This design comes from an exercise in tuning for small area and few clock cycles per item on the open sky130 flow, not from production work. In this exercise RTL edits were held to simulation tests only and were not proved equivalent to the original.

==> flow/design.v (excerpt) <==
module fpmul_top (
	input  logic              clk,
	input  logic              rst,
	input  logic              in_valid,
	input  logic [31:0]       a,
	input  logic [31:0]       b,
	input  logic              out_credit,
	output logic              in_credit,
	output logic              out_valid,
	output logic [31:0]       z,
	output logic [FLAG_W-1:0] flags
);
Size in the first run: about 110 I/O pins, about 26,000 um2 of cells after synthesis.
export LEC_CHECK = 0
export CAP_MARGIN = 20
export CORE_MARGIN = 2
export CORE_UTILIZATION = 60
export CTS_BUF_LIST = sky130_fd_sc_hd__clkbuf_8
export CTS_CLUSTER_DIAMETER = 60
export CTS_CLUSTER_SIZE = 18
export PLACE_DENSITY = 0.7
export SLEW_MARGIN = 20
export SYNTH_HIERARCHICAL = 1
export SYNTH_MINIMUM_KEEP_SIZE = 0
create_clock -name core_clock -period 9.0 [get_ports {clk}]
standard.sh (not shown) runs the stock make flow with config.mk's settings and CLKGATE_MAP_FILE= SYNTH_SCRIPT=/design/flow/synth_recipe.tcl, a recipe that flattens the netlist after the stock synthesis.
==> flow/flow/run.sh <==
#!/bin/bash
# The standard layout, except that the port buffers are the smallest buffer
# cell instead of the flow's default choice. Every port still gets one.
set -e
export BUFFER_PORTS_ARGS="-buffer_cell sky130_fd_sc_hd__buf_1"
bash standard.sh > standard.log 2>&1
Testbench counts at the start, summed over its fixed seeds: cycles 4,808, items 4,800.
Next try:
--- a/flow/design.v
+++ b/flow/design.v
@@ -47,31 +47,31 @@
 	assign invalid = a_snan | b_snan | (a_inf & b_ezero) | (a_ezero & b_inf);
 	assign is_nan  = a_nan | b_nan | invalid;
 	assign is_inf  = a_inf | b_inf;
 	assign is_zero = a_ezero | b_ezero;
 endmodule
 import fpmul_pkg::*;
 module fpmul_execute (
-	input  logic [FRAC_W-1:0]  frac_a_n,    
+	input  logic [FRAC_W-1:0]  frac_a,
 	input  logic [FRAC_W-1:0]  frac_b,
 	output logic [47:0]        prod        
 );
 	fpmul_mul24 fpmul_mul24_i (
-		.xn (frac_a_n),
+		.x  (frac_a),
 		.y  ({1'b1, frac_b}),
 		.p  (prod)
 	);
 endmodule
 module fpmul_mul24 (
-	input  logic [22:0] xn,      
+	input  logic [22:0] x,       
 	input  logic [23:0] y,
 	output logic [47:0] p
 );
 	logic [11:0] b_one, b_two, b_neg, b_onen, b_twon;
-	wire [22:0] x = ~xn;
+	wire [22:0] xn = ~x;        
 	assign b_one[0] = y[0] ^ 1'b0;
 	assign b_two[0] = (y[1] & ~y[0] & ~1'b0) | (~y[1] & y[0] & 1'b0);
 	assign b_neg[0] = y[1];
 	assign b_onen[0] = ~b_one[0];
 	assign b_twon[0] = ~b_two[0];
 	wire pp1 = (b_one[0] & x[0]) ^ b_neg[0];
 	wire pp2;
@@ -1837,15 +1837,15 @@
 	logic              d_valid;
 	logic              sign_p;
 	logic              is_nan;
 	logic              invalid;
 	logic              is_inf;
 	logic              is_zero;
 	logic signed [9:0] exp_sum;
-	logic [FRAC_W-1:0] frac_a_n;    
+	logic [FRAC_W-1:0] frac_a;
 	logic [FRAC_W-1:0] frac_b;
 	logic [47:0]       prod;
 	logic [31:0]       w_res;
 	logic              rnd_res;
 	logic              x_res;
 	logic [6:0][33:0]  mem;
 	logic [6:0]        wr_oh;       
@@ -1875,20 +1875,20 @@
 		if (!hold) begin
 			sign_p  <= a[31] ^ b[31];
 			is_nan  <= is_nan_c;
 			invalid <= invalid_c;
 			is_inf  <= is_inf_c;
 			is_zero <= is_zero_c;
 			exp_sum <= $signed({2'b00, a[30:23]}) + $signed({2'b00, b[30:23]}) - 10'sd127;
-			frac_a_n <= ~a[22:0];
+			frac_a  <= a[22:0];
 			frac_b  <= b[22:0];
 		end
 	end
 	fpmul_execute fpmul_execute_i (
-		.frac_a_n (frac_a_n),
+		.frac_a  (frac_a),
 		.frac_b  (frac_b),
 		.prod    (prod)
 	);
 	fpmul_result fpmul_result_i (
 		.sign_p  (sign_p),
 		.prod    (prod),
 		.exp_sum (exp_sum),
Register-to-register slack is better by 0.02 ns.
Wire length drops slightly.
Worst setup slack is better by 0.016 ns.
Via count came out lower slightly.
Clock-buffer cell count falls by 3.
Global-route usage went down by 0.46 points.
Testbench counts after the change, summed over its fixed seeds: cycles 4,808, items 4,800.

-- static timing again, ports no longer ideal --
No port has a modelled driver above. Below, the same layouts with a new extraction and two added sets of constraints. Step 1 sets driving cells, clkbuf_16 on the clock port and buf_2 on the other inputs (assumed; they add their load-dependent delay and slew). Step 2 moves the port delays by t, midway between the first and last clock arrival at a register: inputs arrive t later, outputs are due t later. That takes back most of the time a late clock gives input paths. Three values: ideal, step 1, step 2; two values: the first two.
| run | t, ns | slack for setup (ns) | worst setup path at the end |
|---|---|---|---|
| the first run | 0.675 | 0.471 / 0.471 / 0.471 | register to register |
| the second run | 0.651 | 0.488 / 0.488 / 0.488 | register to register |
After both steps setup and hold are still met in every run listed.
